From an optimization exercise on the open Yosys and OpenROAD flow, aimed at a short achievable clock period and few clock cycles per item; shortcuts taken in it are not production practice.
At most, simulation tests tie the RTL to the original design; equivalence was not proved.
Power figures rest on the tool's default switching activity, not on a simulated workload.

## view_tag_record_scanner
module view_tag_record_scanner #(
  parameter int TEXT_MAX = 31
) (
  input  logic        clk_i,
  input  logic        rst_ni,
  input  logic        in_valid_i,
  output logic        in_ready_o,
  input  logic [7:0]  in_text_byte_i,
  input  logic        in_end_of_data_i,
  output logic        out_valid_o,
  input  logic        out_ready_i,
  output logic [1:0]  out_item_kind_o,
  output logic [7:0]  out_char_code_o,
  output logic [31:0] out_channel_o,
  output logic        out_is_signed_o,
  output logic        out_is_integer_o,
  output logic        out_last_o
);
  localparam int NSLOT = 3;
  localparam int CntW  = $clog2(TEXT_MAX + 1);
  logic            wr;
  logic [7:0]      wchar;
  logic            discard;
  logic            space;
  logic            commit;
  logic [CntW-1:0] commit_nc, commit_pc;
  logic [31:0]     commit_chan;
  logic            commit_sgn, commit_intg;
  logic [NSLOT-1:0] full;
  vtrs_ctrl #(
    .TEXT_MAX (TEXT_MAX),
    .NSLOT    (NSLOT)
  ) u_ctrl (
    .clk_i         (clk_i),
    .rst_ni        (rst_ni),
    .in_valid_i    (in_valid_i),
    .in_ready_o    (in_ready_o),
    .text_byte_i   (in_text_byte_i),
    .end_of_data_i (in_end_of_data_i),
    .full_i        (full),
    .space_i       (space),
    .wr_o          (wr),
    .wchar_o       (wchar),
    .discard_o     (discard),
    .commit_o      (commit),
  ...
clock: 4.0 ns
lec_check: 0
abc_clock_period_in_ps: 1600
cap_margin: 20
core_margin: 2
core_utilization: 55
setup_slack_margin: 2.0
slew_margin: 20
tns_end_percent: 100
run.sh (not shown) runs the stock make flow with config.mk's settings and CLKGATE_MAP_FILE= SYNTH_SCRIPT=/design/flow/synth_recipe.tcl, a recipe that flattens the netlist after the stock synthesis.
Change:
--- a/flow/config.mk
+++ b/flow/config.mk
@@ -10,5 +10,5 @@
 export CORE_MARGIN = 2
 export CORE_UTILIZATION = 55
-export SETUP_SLACK_MARGIN = 2.0
+export SETUP_SLACK_MARGIN = 2.4
 export SLEW_MARGIN = 20
 export TNS_END_PERCENT = 100
This time the run completed, yet does not pass: antenna rules.
Final cell count is higher by 2.6%.
Clock-buffer cell count fell by 5.
Cell area goes up by 5.6%.
Core utilization climbs by 3.7 points.
Register-to-register slack degrades by 0.04 ns.
Sequential power barely changes.
Power went up by 0.42%.
Worst hold slack degrades by 0.042 ns.
Clock skew is higher by 0.011 ns.
Setup slack gets worse by 0.037 ns.
No functional check of the RTL was part of any run of this note.

========
try-cedar:
view_tag_record_scanner, a different RTL version from the one above (not shown whole).
Size: about 3800 cells after synthesis, about 60 I/O pins, ~58000 µm² of cells after synthesis.
==> flow/config.mk <==
export PLATFORM = sky130hd
export DESIGN_NAME = view_tag_record_scanner
export DESIGN_NICKNAME = view_tag_record_scanner
export VERILOG_FILES = /design/flow/design.v
export SDC_FILE = /design/flow/constraint.sdc
export NUM_CORES = 4
export LEC_CHECK = 0
export CAP_MARGIN = 20
export CORE_MARGIN = 2
export CORE_UTILIZATION = 40
export SLEW_MARGIN = 20
==> flow/constraint.sdc <==
create_clock -name core_clock -period 4.0 [get_ports {clk_i}]
set_input_delay 0.8000 -clock core_clock [delete_from_list [all_inputs] [get_ports {clk_i}]]
set_output_delay 0.8000 -clock core_clock [all_outputs]
set_load 0.01 [all_outputs]
Testbench counts of try-cedar, summed over its fixed seeds: cycles 41,028, bytes 40,918.
[inputs] try-garnet vs try-cedar
Settings: ABC_CLOCK_PERIOD_IN_PS newly set to 1800; SETUP_SLACK_MARGIN newly set to 2.2.
Notes after the runs:
- From try-cedar to try-garnet, number of input and output port buffers inserted did not move at all.
- What try-garnet reported for number of global-route vias before repair has to be multiplied by 0.896 to get the figure for try-cedar.
- met1 global-route usage for try-garnet: 4.8 points up relative to try-cedar
- Re total iterations of the first detailed-routing run: no difference whatsoever between try-cedar and try-garnet.
- try-garnet vs try-cedar on cell area after layout: try-garnet is the higher one.
- Compared with try-cedar, in try-garnet worst setup skew after layout rose by 0.015 ns; initial antenna violation count has increased; combined buffer and inverter count along the critical path dropped 2; internal cell power shows a reduction of 86 µW.

========
view_tag_record_scanner, a different RTL version from the one above (not shown whole).
For scale: about 4,300 cells after synthesis, roughly 1,400 flip-flops, roughly 60 I/O pins, about 57,000 sq um of cells after synthesis.
// view_tag_record_scanner
module view_tag_record_scanner #(
  parameter int TEXT_MAX = 31
) (
  input  logic        clk_i,
  input  logic        rst_ni,
  input  logic        in_valid_i,
  output logic        in_ready_o,
  input  logic [7:0]  in_text_byte_i,
  input  logic        in_end_of_data_i,
  output logic        out_valid_o,
  input  logic        out_ready_i,
  output logic [1:0]  out_item_kind_o,
  output logic [7:0]  out_char_code_o,
  output logic [31:0] out_channel_o,
  output logic        out_is_signed_o,
  output logic        out_is_integer_o,
  output logic        out_last_o
);
make LEC_CHECK=0 ABC_CLOCK_PERIOD_IN_PS=1600 CAP_MARGIN=20 CORE_MARGIN=2 CORE_UTILIZATION=55 CTS_CLUSTER_DIAMETER=90 CTS_CLUSTER_SIZE=28 SETUP_SLACK_MARGIN=2.2 SLEW_MARGIN=20 TNS_END_PERCENT=100 finish   # period 4.0 ns
Testbench counts at the start, summed over its fixed seeds: cycles 41,006, bytes 40,918.
Next try:
CTS_CLUSTER_DIAMETER = 80   (was 90)
CTS_CLUSTER_SIZE = 24   (was 28)
Count of clock-buffer cells in the layout is higher by 19.
Cell count is about the same.
Global-route usage is lower by 0.19 points.
Setup slack gets better by 0.034 ns.
Via count is lower by 0.38%.
Synthesized cell count is unchanged.

========
== xenon ==
view_tag_record_scanner, a different RTL version from the one above (not shown whole).
Size: about 4200 cells after synthesis, roughly 1300 flip-flops.
clock: 4.0 ns
lec_check: 0
abc_clock_period_in_ps: 1600
cap_margin: 20
core_margin: 2
core_utilization: 55
cts_cluster_diameter: 80
cts_cluster_size: 24
setup_slack_margin: 2.2
slew_margin: 20
tns_end_percent: 100
xenon: flow completed, timing, DRC and antenna clean
Modified inputs, delta compared to xenon
Settings: GPL_TIMING_DRIVEN now 1, previously not set; CORE_UTILIZATION now 60, was 55.
==> run notes <==
Diff xenon -> delta: static leakage about even, power consumed by the clock network fell about 2%, layout overhead on the synthesized area fell 0.23 points, non-filler instance count after layout fell about 1.4%. delta against xenon: via count up 353, worst setup slack has increased, power density relative to cell area -0.59%. Wire length of the first global-routing pass was lower in delta than in xenon. Compared with xenon, in delta sequential share of layout area now sits at about the same level; worst hold slack moved up.
Function was not checked in any run of this note: the RTL went through the layout flow alone.

re-timing with driven ports:
Ports are ideal in the flow. The routed layouts listed here were re-timed in OpenROAD.
Step 1 assumes that a clkbuf_16 drives the clock port and a buf_2 every other input.
Step 2 moves the port delays by t, midway between the first and last clock arrival at a register: inputs arrive t later, outputs are due t later. That takes back most of the time a late clock gives input paths.
Three values: ideal, step 1, step 2; two values: the first two.
run	t, ns	setup slack, ns	cell pins on the clock port's net
the first run of note 1	0.800	1.324 / 1.324 / 1.324	1
the second run of note 1	0.808	1.286 / 1.286 / 1.286	1
try-cedar	0.841	0.796 / 0.796 / 0.688	1
try-garnet	0.836	1.460 / 1.460 / 1.164	1
the first run of note 3	0.782	1.899 / 1.824 / 1.607	1
the second run of note 3	0.737	1.933 / 1.858 / 1.609	1
xenon	0.736	1.971 / 1.896 / 1.618	1
delta	0.723	1.983 / 1.916 / 1.567	1
The setup slack of delta, which loses most, moves by -0.067 ns with the drivers and by -0.416 ns with both steps.
